From an optimization exercise on the open Yosys and OpenROAD flow, aimed at small area, a short achievable clock period and few clock cycles per item; shortcuts taken in it are not production practice.
In this exercise RTL edits were held to simulation tests only and were not proved equivalent to the original.
The flow treats the clock pin as an ideal source, which a real chip does not have.

==> inputs of fjord <==
==> flow/design.v <==
`timescale 1ns/1ps
`default_nettype none
package idct_pkg;
	typedef logic [17:0] sram_addr_t;
	typedef logic signed [15:0] coef_t;
	typedef logic signed [31:0] acc_t;
	typedef logic [7:0] pixel_t;
	typedef logic [4:0] buf_addr_t;
	typedef logic signed [11:0] cos_t;
	typedef struct packed {
		pixel_t even;
		pixel_t odd;
	} pixel_pair_t;
	typedef struct packed {
		coef_t even;
		coef_t odd;
	} coef_pair_t;
	typedef struct packed {
		buf_addr_t addr;
		coef_pair_t data;
		logic we;
	} ram_port_t;
	typedef enum logic [2:0] {idle, fetch, pass_t, pass_s, write, done} phase_t;
	function automatic cos_t idct_coeff(input logic [2:0] k, input logic [2:0] n);
		case ({k, n})
			6'd0: idct_coeff = 12'sd1448;
			6'd1: idct_coeff = 12'sd1448;
			6'd2: idct_coeff = 12'sd1448;
			6'd3: idct_coeff = 12'sd1448;
			6'd4: idct_coeff = 12'sd1448;
			6'd5: idct_coeff = 12'sd1448;
			6'd6: idct_coeff = 12'sd1448;
			6'd7: idct_coeff = 12'sd1448;
			6'd8: idct_coeff = 12'sd2009;
			6'd9: idct_coeff = 12'sd1703;
			6'd10: idct_coeff = 12'sd1138;
			6'd11: idct_coeff = 12'sd400;
			6'd12: idct_coeff = -12'sd400;
			6'd13: idct_coeff = -12'sd1138;
			6'd14: idct_coeff = -12'sd1703;
			6'd15: idct_coeff = -12'sd2009;
			6'd16: idct_coeff = 12'sd1892;
			6'd17: idct_coeff = 12'sd784;
			6'd18: idct_coeff = -12'sd784;
			6'd19: idct_coeff = -12'sd1892;
			6'd20: idct_coeff = -12'sd1892;
			6'd21: idct_coeff = -12'sd784;
			6'd22: idct_coeff = 12'sd784;
			6'd23: idct_coeff = 12'sd1892;
			6'd24: idct_coeff = 12'sd1703;
			6'd25: idct_coeff = -12'sd400;
			6'd26: idct_coeff = -12'sd2009;
			6'd27: idct_coeff = -12'sd1138;
			6'd28: idct_coeff = 12'sd1138;
			6'd29: idct_coeff = 12'sd2009;
			6'd30: idct_coeff = 12'sd400;
			6'd31: idct_coeff = -12'sd1703;
			6'd32: idct_coeff = 12'sd1448;
			6'd33: idct_coeff = -12'sd1448;
			6'd34: idct_coeff = -12'sd1448;
			6'd35: idct_coeff = 12'sd1448;
			6'd36: idct_coeff = 12'sd1448;
			6'd37: idct_coeff = -12'sd1448;
			6'd38: idct_coeff = -12'sd1448;
			6'd39: idct_coeff = 12'sd1448;
			6'd40: idct_coeff = 12'sd1138;
			6'd41: idct_coeff = -12'sd2009;
			6'd42: idct_coeff = 12'sd400;
			6'd43: idct_coeff = 12'sd1703;
			6'd44: idct_coeff = -12'sd1703;
			6'd45: idct_coeff = -12'sd400;
			6'd46: idct_coeff = 12'sd2009;
			6'd47: idct_coeff = -12'sd1138;
			6'd48: idct_coeff = 12'sd784;
			6'd49: idct_coeff = -12'sd1892;
			6'd50: idct_coeff = 12'sd1892;
			6'd51: idct_coeff = -12'sd784;
			6'd52: idct_coeff = -12'sd784;
			6'd53: idct_coeff = 12'sd1892;
			6'd54: idct_coeff = -12'sd1892;
			6'd55: idct_coeff = 12'sd784;
			6'd56: idct_coeff = 12'sd400;
			6'd57: idct_coeff = -12'sd1138;
			6'd58: idct_coeff = 12'sd1703;
			6'd59: idct_coeff = -12'sd2009;
			6'd60: idct_coeff = 12'sd2009;
			6'd61: idct_coeff = -12'sd1703;
			6'd62: idct_coeff = 12'sd1138;
			6'd63: idct_coeff = -12'sd400;
			default: idct_coeff = 12'sd0;
		endcase
	endfunction
endpackage
`default_nettype wire
`timescale 1ns/1ps
`default_nettype none
module idct_top (
	input logic CLOCK_50_I,
	input logic Resetn,
	input logic start,
	input logic [15:0] sram_read_data,
	output logic [15:0] sram_write_data,
	output idct_pkg::sram_addr_t sram_address,
	output logic write_en_n,
	output logic finish
);
	logic run;
	logic [2:0] blk;
	logic [1:0] ph;
	logic [2:0] rr;
	logic [3:0] kk;
	logic [5:0] cc;
	localparam logic [1:0] PH_R = 2'd0, PH_G = 2'd1, PH_C = 2'd2, PH_T = 2'd3;
	logic f0_v, f0_col;
	logic [2:0] f0_r, f0_k;
	logic port_free;
	always_comb begin
		f0_v = 1'b0;
		f0_col = 1'b0;
		f0_r = rr;
		f0_k = kk[2:0];
		if (run) begin
			if (ph == PH_R) begin
				f0_v = !kk[3];
			end else if (ph == PH_C) begin
				f0_v = 1'b1;
				f0_col = 1'b1;
				f0_r = cc[5:3];
				f0_k = cc[2:0];
			end
		end
	end
	assign port_free = (ph != PH_R) || kk[3];
	logic fv [1:8];
	logic fcol [1:8];
	logic [2:0] fr [1:8];
	logic [2:0] fk [1:8];
	logic [2:0] fb [1:8];
	always_ff @(posedge CLOCK_50_I or negedge Resetn) begin
		if (!Resetn) begin
			for (int i = 1; i <= 8; i++) fv[i] <= 1'b0;
		end else begin
			fv[1] <= f0_v;
			for (int i = 2; i <= 8; i++) fv[i] <= fv[i-1];
		end
	end
	always_ff @(posedge CLOCK_50_I) begin
		{fcol[1], fr[1], fk[1], fb[1]} <= {f0_col, f0_r, f0_k, blk};
		for (int i = 2; i <= 8; i++) begin
			{fcol[i], fr[i], fk[i], fb[i]} <= {fcol[i-1], fr[i-1], fk[i-1], fb[i-1]};
		end
	end
	logic [7:0][127:0] tarr;
	logic signed [15:0] v;
	logic [127:0] t_new;
	logic t_wr;
	always_ff @(posedge CLOCK_50_I) begin
		if (fcol[3]) begin
			v <= tarr[7][fr[3]*16 +: 16];
		end else begin
			v <= sram_read_data;
		end
		tarr <= {tarr[6:0], (t_wr ? t_new : tarr[7])};
	end
	logic signed [27:0] x1, x3, x5, x7;
	logic signed [27:0] m [0:6];
	always_ff @(posedge CLOCK_50_I) begin
		x1 <= 28'(v);
		x3 <= (28'(v) <<< 1) + 28'(v);
		x5 <= (28'(v) <<< 2) + 28'(v);
		x7 <= (28'(v) <<< 3) - 28'(v);
		m[0] <= (x1 <<< 10) + (x3 <<< 7) + (x5 <<< 3);
		m[1] <= (x1 <<< 11) - (x5 <<< 3) + x1;
		m[2] <= (x1 <<< 11) - (x1 <<< 7) - (x7 <<< 2);
		m[3] <= (x3 <<< 9) + (x5 <<< 5) + x7;
		m[4] <= (x1 <<< 10) + (x1 <<< 7) - (x7 <<< 1);
		m[5] <= (x3 <<< 8) + (x1 <<< 4);
		m[6] <= (x3 <<< 7) + (x1 <<< 4);
	end
	logic [6:0] qs [0:3];
	logic [3:0] qa;
	logic [6:0] sel [0:3];
	logic [3:0] sa, sb, sa6, sb6;
	logic first, first6;
	always_comb begin
		case (fk[5])
			3'd0: begin qs[0] = 7'd1;  qs[1] = 7'd1;  qs[2] = 7'd1;  qs[3] = 7'd1;  qa = 4'b0000; end
			3'd1: begin qs[0] = 7'd2;  qs[1] = 7'd8;  qs[2] = 7'd16; qs[3] = 7'd64; qa = 4'b0000; end
			3'd2: begin qs[0] = 7'd4;  qs[1] = 7'd32; qs[2] = 7'd32; qs[3] = 7'd4;  qa = 4'b1100; end
			3'd3: begin qs[0] = 7'd8;  qs[1] = 7'd64; qs[2] = 7'd2;  qs[3] = 7'd16; qa = 4'b1110; end
			3'd4: begin qs[0] = 7'd1;  qs[1] = 7'd1;  qs[2] = 7'd1;  qs[3] = 7'd1;  qa = 4'b0110; end
			3'd5: begin qs[0] = 7'd16; qs[1] = 7'd2;  qs[2] = 7'd64; qs[3] = 7'd8;  qa = 4'b0010; end
			3'd6: begin qs[0] = 7'd32; qs[1] = 7'd4;  qs[2] = 7'd4;  qs[3] = 7'd32; qa = 4'b1010; end
			default: begin qs[0] = 7'd64; qs[1] = 7'd16; qs[2] = 7'd8; qs[3] = 7'd2; qa = 4'b1010; end
		endcase
	end
	always_ff @(posedge CLOCK_50_I) begin
		for (int n = 0; n < 4; n++) sel[n] <= qs[n];
		sa6 <= qa;
		sb6 <= qa ^ {4{fk[5][0]}};
		first6 <= (fk[5] == 3'd0);
		sa <= sa6;
		sb <= sb6;
		first <= first6;
	end
	logic signed [29:0] acc_a [0:3];
	logic signed [29:0] acc_b [0:3];
	logic signed [29:0] nxt_a [0:3];
	logic signed [29:0] nxt_b [0:3];
	logic signed [27:0] p [0:3];
	logic [29:0] pa [0:3];
	logic [29:0] pb [0:3];
	logic [30:0] sum_a [0:3];
	logic [30:0] sum_b [0:3];
	always_comb begin
		for (int n = 0; n < 4; n++) begin
			pa[n] = 30'(p[n]) ^ {30{sa[n]}};
			pb[n] = 30'(p[n]) ^ {30{sb[n]}};
			sum_a[n] = {first ? 30'd0 : acc_a[n], 1'b1} + {pa[n], sa[n]};
			sum_b[n] = {first ? 30'd0 : acc_b[n], 1'b1} + {pb[n], sb[n]};
			nxt_a[n] = sum_a[n][30:1];
			nxt_b[n] = sum_b[n][30:1];
		end
	end
	function automatic logic [27:0] pick(input logic [6:0] oh, input logic [6:0][27:0] mm);
		pick = '0;
		for (int i = 0; i < 7; i++) pick = pick | (mm[i] & {28{oh[i]}});
	endfunction
	logic [6:0][27:0] m_all;
	always_comb for (int i = 0; i < 7; i++) m_all[i] = m[i];
	always_ff @(posedge CLOCK_50_I) begin
		for (int n = 0; n < 4; n++) p[n] <= pick(sel[n], m_all);
	end
	always_ff @(posedge CLOCK_50_I) begin
		for (int n = 0; n < 4; n++) begin
			acc_a[n] <= nxt_a[n];
			acc_b[n] <= nxt_b[n];
		end
	end
	assign t_wr = fv[7] && !fcol[7] && (fk[7] == 3'd7);
	assign t_new = {nxt_b[0][23:8], nxt_b[1][23:8], nxt_b[2][23:8], nxt_b[3][23:8],
		nxt_a[3][23:8], nxt_a[2][23:8], nxt_a[1][23:8], nxt_a[0][23:8]};
	function automatic logic [7:0] clip(input logic signed [29:0] s);
		if (s[29]) clip = 8'd0;
		else if (|s[28:24]) clip = 8'd255;
		else clip = s[23:16];
	endfunction
	logic [7:0][7:0] pb_hi, pb_lo;
	logic [7:0][7:0] pix;
	logic pix_ld;
	always_comb begin
		for (int n = 0; n < 4; n++) begin
			pix[n] = clip(acc_a[n]);
			pix[7 - n] = clip(acc_b[n]);
		end
	end
	assign pix_ld = fv[8] && fcol[8] && (fk[8] == 3'd7);
	always_ff @(posedge CLOCK_50_I) begin
		if (pix_ld) begin
			if (!fr[8][0]) pb_hi <= pix;
			else pb_lo <= pix;
		end
	end
	logic wpend;
	logic [2:0] widx;
	logic [2:0] wblk;
	logic [1:0] wpair;
	logic wr_go;
	logic last_wr;
	assign wr_go = run && wpend && port_free;
	assign last_wr = (wblk == 3'd7) && (wpair == 2'd3) && (widx == 3'd7);
	always_ff @(posedge CLOCK_50_I or negedge Resetn) begin
		if (!Resetn) begin
			run <= 1'b0;
			blk <= '0;
			ph <= PH_R;
			rr <= '0;
			kk <= '0;
			cc <= '0;
			wpend <= 1'b0;
			widx <= '0;
			write_en_n <= 1'b1;
			finish <= 1'b0;
		end else begin
			finish <= 1'b0;
			write_en_n <= 1'b1;
			if (!run) begin
				if (start) begin
					run <= 1'b1;
					blk <= '0;
					ph <= PH_R;
					rr <= '0;
					kk <= '0;
					cc <= '0;
					wpend <= 1'b0;
				end
			end else begin
				case (ph)
					PH_R: begin
						kk <= kk[3] ? 4'd0 : kk + 4'd1;
						if (kk[3]) begin
							rr <= rr + 3'd1;
							if (rr == 3'd7) ph <= PH_G;
						end
					end
					PH_G: begin
						kk <= (kk == 4'd2) ? 4'd0 : kk + 4'd1;
						if (kk == 4'd2) ph <= PH_C;
					end
					PH_C: begin
						cc <= cc + 6'd1;
						if (cc == 6'd63) begin
							if (blk == 3'd7) begin
								ph <= PH_T;
							end else begin
								ph <= PH_R;
								blk <= blk + 3'd1;
							end
						end
					end
					default: ;
				endcase
				if (wr_go) begin
					write_en_n <= 1'b0;
					widx <= widx + 3'd1;
					if (widx == 3'd7) wpend <= 1'b0;
					if (last_wr) begin
						finish <= 1'b1;
						run <= 1'b0;
					end
				end
				if (pix_ld && fr[8][0]) begin
					wpend <= 1'b1;
					widx <= '0;
				end
			end
		end
	end
	always_ff @(posedge CLOCK_50_I) begin
		if (pix_ld && fr[8][0]) begin
			wblk <= fb[8];
			wpair <= fr[8][2:1];
		end
		if (wr_go) begin
			sram_address <= 18'(1024) + 18'({wblk[2], widx, wblk[1:0], wpair});
			sram_write_data <= {pb_hi[widx], pb_lo[widx]};
		end else begin
			sram_address <= 18'({blk[2], rr, blk[1:0], kk[2:0]});
		end
	end
endmodule
`default_nettype wire
==> flow/flow/run.sh <==
#!/bin/bash
# Standard ORFS layout, plus extra setup repair right after CTS (post_cts.tcl)
# and after global routing (post_grt.tcl), both working toward a shorter
# period than the 12 ns constraint, which the standard repair never does
# since every path already meets 12 ns. The SDC, the clock period and every
# other step are the standard flow's own.
set -euo pipefail
export POST_CTS_TCL="$PWD/flow/post_cts.tcl"
export POST_GLOBAL_ROUTE_TCL="$PWD/flow/post_grt.tcl"
bash standard.sh > standard_flow.log 2>&1
==> flow/flow/post_cts.tcl <==
# Extra setup repair after CTS: aim for 7.8 ns of slack at the 12 ns
# constraint, i.e. a 4.2 ns period, by resizing and buffering.
puts "post_cts: extra repair_timing, setup margin 7.8 ns"
estimate_parasitics -placement
report_worst_slack
repair_timing -setup -setup_margin 7.8 -verbose
detailed_placement
check_placement -verbose
estimate_parasitics -placement
report_worst_slack
report_design_area
==> flow/flow/post_grt.tcl <==
# Extra setup repair after global routing, with global-route parasitics,
# toward the same short period as post_cts.tcl; hold is repaired too.
puts "post_grt: extra repair_timing"
estimate_parasitics -global_routing
report_worst_slack
global_route -start_incremental
repair_timing -setup_margin 7.8 -verbose
detailed_placement
global_route -end_incremental
estimate_parasitics -global_routing
report_worst_slack
report_worst_slack -min
report_design_area
==> flow/standard.sh <==
#!/bin/bash
# synth_recipe.tcl (not shown) runs the flow's synth.tcl, then flattens the netlist and writes it again
# the make line also repeats each setting of config.mk as NAME=value (left out here)
make -C /OpenROAD-flow-scripts/flow DESIGN_CONFIG=/design/flow/config.mk WORK_HOME=/design/flow/orfs CLKGATE_MAP_FILE= SYNTH_SCRIPT=/design/flow/synth_recipe.tcl "${@:-finish}"
==> flow/config.mk <==
export PLATFORM = sky130hd
export DESIGN_NAME = idct_top
export DESIGN_NICKNAME = idct_top
export VERILOG_FILES = /design/flow/design.v
export SDC_FILE = /design/flow/constraint.sdc
export NUM_CORES = 4
export LEC_CHECK = 0
export CAP_MARGIN = 20
export CORE_MARGIN = 2
export CORE_UTILIZATION = 55
export CTS_CLUSTER_DIAMETER = 100
export CTS_CLUSTER_SIZE = 20
export PLACE_DENSITY = 0.65
export SLEW_MARGIN = 20
==> flow/constraint.sdc <==
create_clock -name core_clock -period 12.0 [get_ports {CLOCK_50_I}]
set_input_delay 2.4000 -clock core_clock [delete_from_list [all_inputs] [get_ports {CLOCK_50_I}]]
set_output_delay 2.4000 -clock core_clock [all_outputs]
set_load 0.01 [all_outputs]
==> inputs of juniper, as changes to fjord <==
==> flow/design.v, changed modules only <==
module idct_top (
	input logic CLOCK_50_I,
	input logic Resetn,
	input logic start,
	input logic [15:0] sram_read_data,
	output logic [15:0] sram_write_data,
	output idct_pkg::sram_addr_t sram_address,
	output logic write_en_n,
	output logic finish
);
	logic run;
	logic [2:0] blk;
	logic [1:0] ph;
	logic [2:0] rr;
	logic [3:0] kk;
	logic [5:0] cc;
	localparam logic [1:0] PH_R = 2'd0, PH_G = 2'd1, PH_C = 2'd2, PH_T = 2'd3;
	logic f0_v, f0_col;
	logic [2:0] f0_r, f0_k;
	logic port_free;
	always_comb begin
		f0_v = 1'b0;
		f0_col = 1'b0;
		f0_r = rr;
		f0_k = kk[2:0];
		if (run) begin
			if (ph == PH_R) begin
				f0_v = !kk[3];
			end else if (ph == PH_C) begin
				f0_v = 1'b1;
				f0_col = 1'b1;
				f0_r = cc[5:3];
				f0_k = cc[2:0];
			end
		end
	end
	assign port_free = (ph != PH_R) || kk[3];
	logic fv [1:7];
	logic fcol [1:7];
	logic [2:0] fr [1:7];
	logic [2:0] fk [1:7];
	logic [2:0] fb [1:7];
	always_ff @(posedge CLOCK_50_I or negedge Resetn) begin
		if (!Resetn) begin
			for (int i = 1; i <= 7; i++) fv[i] <= 1'b0;
		end else begin
			fv[1] <= f0_v;
			for (int i = 2; i <= 7; i++) fv[i] <= fv[i-1];
		end
	end
	always_ff @(posedge CLOCK_50_I) begin
		{fcol[1], fr[1], fk[1], fb[1]} <= {f0_col, f0_r, f0_k, blk};
		for (int i = 2; i <= 7; i++) begin
			{fcol[i], fr[i], fk[i], fb[i]} <= {fcol[i-1], fr[i-1], fk[i-1], fb[i-1]};
		end
	end
	logic [7:0][127:0] tarr;
	logic signed [15:0] v;
	logic [127:0] t_new;
	logic t_wr;
	always_ff @(posedge CLOCK_50_I) begin
		if (fcol[3]) begin
			v <= tarr[7][fr[3]*16 +: 16];
		end else begin
			v <= sram_read_data;
		end
		tarr <= {tarr[6:0], (t_wr ? t_new : tarr[7])};
	end
	logic signed [27:0] x1, x3, x5, x7;
	logic signed [27:0] m [0:6];
	always_ff @(posedge CLOCK_50_I) begin
		x1 <= 28'(v);
		x3 <= (28'(v) <<< 1) + 28'(v);
		x5 <= (28'(v) <<< 2) + 28'(v);
		x7 <= (28'(v) <<< 3) - 28'(v);
		m[0] <= (x1 <<< 10) + (x3 <<< 7) + (x5 <<< 3);
		m[1] <= (x1 <<< 11) - (x5 <<< 3) + x1;
		m[2] <= (x1 <<< 11) - (x1 <<< 7) - (x7 <<< 2);
		m[3] <= (x3 <<< 9) + (x5 <<< 5) + x7;
		m[4] <= (x1 <<< 10) + (x1 <<< 7) - (x7 <<< 1);
		m[5] <= (x3 <<< 8) + (x1 <<< 4);
		m[6] <= (x3 <<< 7) + (x1 <<< 4);
	end
	logic [6:0] qs [0:3];
	logic [3:0] qa;
	logic [6:0] sel [0:3];
	logic [3:0] sa, sb;
	logic first;
	always_comb begin
		case (fk[5])
			3'd0: begin qs[0] = 7'd1;  qs[1] = 7'd1;  qs[2] = 7'd1;  qs[3] = 7'd1;  qa = 4'b0000; end
			3'd1: begin qs[0] = 7'd2;  qs[1] = 7'd8;  qs[2] = 7'd16; qs[3] = 7'd64; qa = 4'b0000; end
			3'd2: begin qs[0] = 7'd4;  qs[1] = 7'd32; qs[2] = 7'd32; qs[3] = 7'd4;  qa = 4'b1100; end
			3'd3: begin qs[0] = 7'd8;  qs[1] = 7'd64; qs[2] = 7'd2;  qs[3] = 7'd16; qa = 4'b1110; end
			3'd4: begin qs[0] = 7'd1;  qs[1] = 7'd1;  qs[2] = 7'd1;  qs[3] = 7'd1;  qa = 4'b0110; end
			3'd5: begin qs[0] = 7'd16; qs[1] = 7'd2;  qs[2] = 7'd64; qs[3] = 7'd8;  qa = 4'b0010; end
			3'd6: begin qs[0] = 7'd32; qs[1] = 7'd4;  qs[2] = 7'd4;  qs[3] = 7'd32; qa = 4'b1010; end
			default: begin qs[0] = 7'd64; qs[1] = 7'd16; qs[2] = 7'd8; qs[3] = 7'd2; qa = 4'b1010; end
		endcase
	end
	always_ff @(posedge CLOCK_50_I) begin
		for (int n = 0; n < 4; n++) sel[n] <= qs[n];
		sa <= qa;
		sb <= qa ^ {4{fk[5][0]}};
		first <= (fk[5] == 3'd0);
	end
	logic signed [29:0] acc_a [0:3];
	logic signed [29:0] acc_b [0:3];
	logic signed [29:0] nxt_a [0:3];
	logic signed [29:0] nxt_b [0:3];
	logic signed [27:0] p [0:3];
	logic [29:0] pa [0:3];
	logic [29:0] pb [0:3];
	logic [30:0] sum_a [0:3];
	logic [30:0] sum_b [0:3];
	always_comb begin
		for (int n = 0; n < 4; n++) begin
			p[n] = '0;
			for (int i = 0; i < 7; i++) p[n] = p[n] | (m[i] & {28{sel[n][i]}});
			pa[n] = 30'(p[n]) ^ {30{sa[n]}};
			pb[n] = 30'(p[n]) ^ {30{sb[n]}};
			sum_a[n] = {first ? 30'd0 : acc_a[n], 1'b1} + {pa[n], sa[n]};
			sum_b[n] = {first ? 30'd0 : acc_b[n], 1'b1} + {pb[n], sb[n]};
			nxt_a[n] = sum_a[n][30:1];
			nxt_b[n] = sum_b[n][30:1];
		end
	end
	always_ff @(posedge CLOCK_50_I) begin
		for (int n = 0; n < 4; n++) begin
			acc_a[n] <= nxt_a[n];
			acc_b[n] <= nxt_b[n];
		end
	end
	assign t_wr = fv[6] && !fcol[6] && (fk[6] == 3'd7);
	assign t_new = {nxt_b[0][23:8], nxt_b[1][23:8], nxt_b[2][23:8], nxt_b[3][23:8],
		nxt_a[3][23:8], nxt_a[2][23:8], nxt_a[1][23:8], nxt_a[0][23:8]};
	function automatic logic [7:0] clip(input logic signed [29:0] s);
		if (s[29]) clip = 8'd0;
		else if (|s[28:24]) clip = 8'd255;
		else clip = s[23:16];
	endfunction
	logic [7:0][7:0] pb_hi, pb_lo;
	logic [7:0][7:0] pix;
	logic pix_ld;
	always_comb begin
		for (int n = 0; n < 4; n++) begin
			pix[n] = clip(acc_a[n]);
			pix[7 - n] = clip(acc_b[n]);
		end
	end
	assign pix_ld = fv[7] && fcol[7] && (fk[7] == 3'd7);
	always_ff @(posedge CLOCK_50_I) begin
		if (pix_ld) begin
			if (!fr[7][0]) pb_hi <= pix;
			else pb_lo <= pix;
		end
	end
	logic wpend;
	logic [2:0] widx;
	logic [2:0] wblk;
	logic [1:0] wpair;
	logic wr_go;
	logic last_wr;
	assign wr_go = run && wpend && port_free;
	assign last_wr = (wblk == 3'd7) && (wpair == 2'd3) && (widx == 3'd7);
	always_ff @(posedge CLOCK_50_I or negedge Resetn) begin
		if (!Resetn) begin
			run <= 1'b0;
			blk <= '0;
			ph <= PH_R;
			rr <= '0;
			kk <= '0;
			cc <= '0;
			wpend <= 1'b0;
			widx <= '0;
			write_en_n <= 1'b1;
			finish <= 1'b0;
		end else begin
			finish <= 1'b0;
			write_en_n <= 1'b1;
			if (!run) begin
				if (start) begin
					run <= 1'b1;
					blk <= '0;
					ph <= PH_R;
					rr <= '0;
					kk <= '0;
					cc <= '0;
					wpend <= 1'b0;
				end
			end else begin
				case (ph)
					PH_R: begin
						kk <= kk[3] ? 4'd0 : kk + 4'd1;
						if (kk[3]) begin
							rr <= rr + 3'd1;
							if (rr == 3'd7) ph <= PH_G;
						end
					end
					PH_G: begin
						kk <= kk[0] ? 4'd0 : kk + 4'd1;
						if (kk[0]) ph <= PH_C;
					end
					PH_C: begin
						cc <= cc + 6'd1;
						if (cc == 6'd63) begin
							if (blk == 3'd7) begin
								ph <= PH_T;
							end else begin
								ph <= PH_R;
								blk <= blk + 3'd1;
							end
						end
					end
					default: ;
				endcase
				if (wr_go) begin
					write_en_n <= 1'b0;
					widx <= widx + 3'd1;
					if (widx == 3'd7) wpend <= 1'b0;
					if (last_wr) begin
						finish <= 1'b1;
						run <= 1'b0;
					end
				end
				if (pix_ld && fr[7][0]) begin
					wpend <= 1'b1;
					widx <= '0;
				end
			end
		end
	end
	always_ff @(posedge CLOCK_50_I) begin
		if (pix_ld && fr[7][0]) begin
			wblk <= fb[7];
			wpair <= fr[7][2:1];
		end
		if (wr_go) begin
			sram_address <= 18'(1024) + 18'({wblk[2], widx, wblk[1:0], wpair});
			sram_write_data <= {pb_hi[widx], pb_lo[widx]};
		end else begin
			sram_address <= 18'({blk[2], rr, blk[1:0], kk[2:0]});
		end
	end
endmodule
==> notes.md <==
outcome complete, no violations; P&R area growth vs syn 6.92%; Layout non-clock buf frac 0.974%; slowest stage cell, crit path dfxtp_2; DR WL/cell approximately 22 microns; DP Wirelength 147 mm; Initial Utilization roughly 55%; Reg clk slew, reported paths ~0.080 ns; Worst Path Arrival around 4.7 ns; later-pin clock latency in the skew report between 0.7 and 0.8 ns; bufs w/o clock between 80 and 90; GRT met2 Usage between 40 and 50%; non-filler cells, final between 8000 and 9000; ranking of synthesized cells by area dfxtp_1, ha_1, edfxtp_1, xor2_1, xnor2_1; Rows 135
Source of the figures above: fjord

==> notes.md <==
ranking of synthesized cells by area dfxtp_1, ha_1, edfxtp_1, xor2_1, xnor2_1; outcome complete, no violations; P&R area growth vs syn 8.58%; Initial Utilization 55.4%; later-pin clock latency in the skew report about 0.75 ns; Rows between 100 and 150; GRT met2 Usage a little over two fifths
Source of the figures above: juniper

Testbench counts of fjord, summed over its fixed seeds: cycles 36,160, images 32.
Testbench counts of juniper, summed over its fixed seeds: cycles 35,872, images 32.

static timing again, ports no longer ideal:
The flow's constraints put no driver on any port. The routed layouts listed below were extracted and timed again, unchanged, in two steps.
Step 1 (the two cells are an assumption about what drives the block):
set clk [get_ports {CLOCK_50_I}]
set_driving_cell -lib_cell sky130_fd_sc_hd__clkbuf_16 $clk
set_driving_cell -lib_cell sky130_fd_sc_hd__buf_2 [delete_from_list [all_inputs] $clk]
Step 2, shift: input delay + t, output delay - t, t = (earliest + latest rising clock arrival at the registers) / 2. This alone moves slack from input paths to output paths.
Slacks: ideal / step 1 / step 2; pairs: ideal / step 1.
run | shift t [ns] | slack for setup (ns) | worst hold slack (ns) | worst data-port slew with drivers (ns)
fjord | 0.808 | 7.883 / 7.883 / 7.371 | 0.315 / 0.315 / 0.315 | 0.07
juniper | 0.801 | 7.808 / 7.808 / 7.808 | 0.299 / 0.299 / 0.299 | 0.04
After both steps setup and hold are still met in every run listed. For fjord, which loses most, drivers alone change the setup slack by 0.000 ns; drivers and shift together by -0.512 ns.
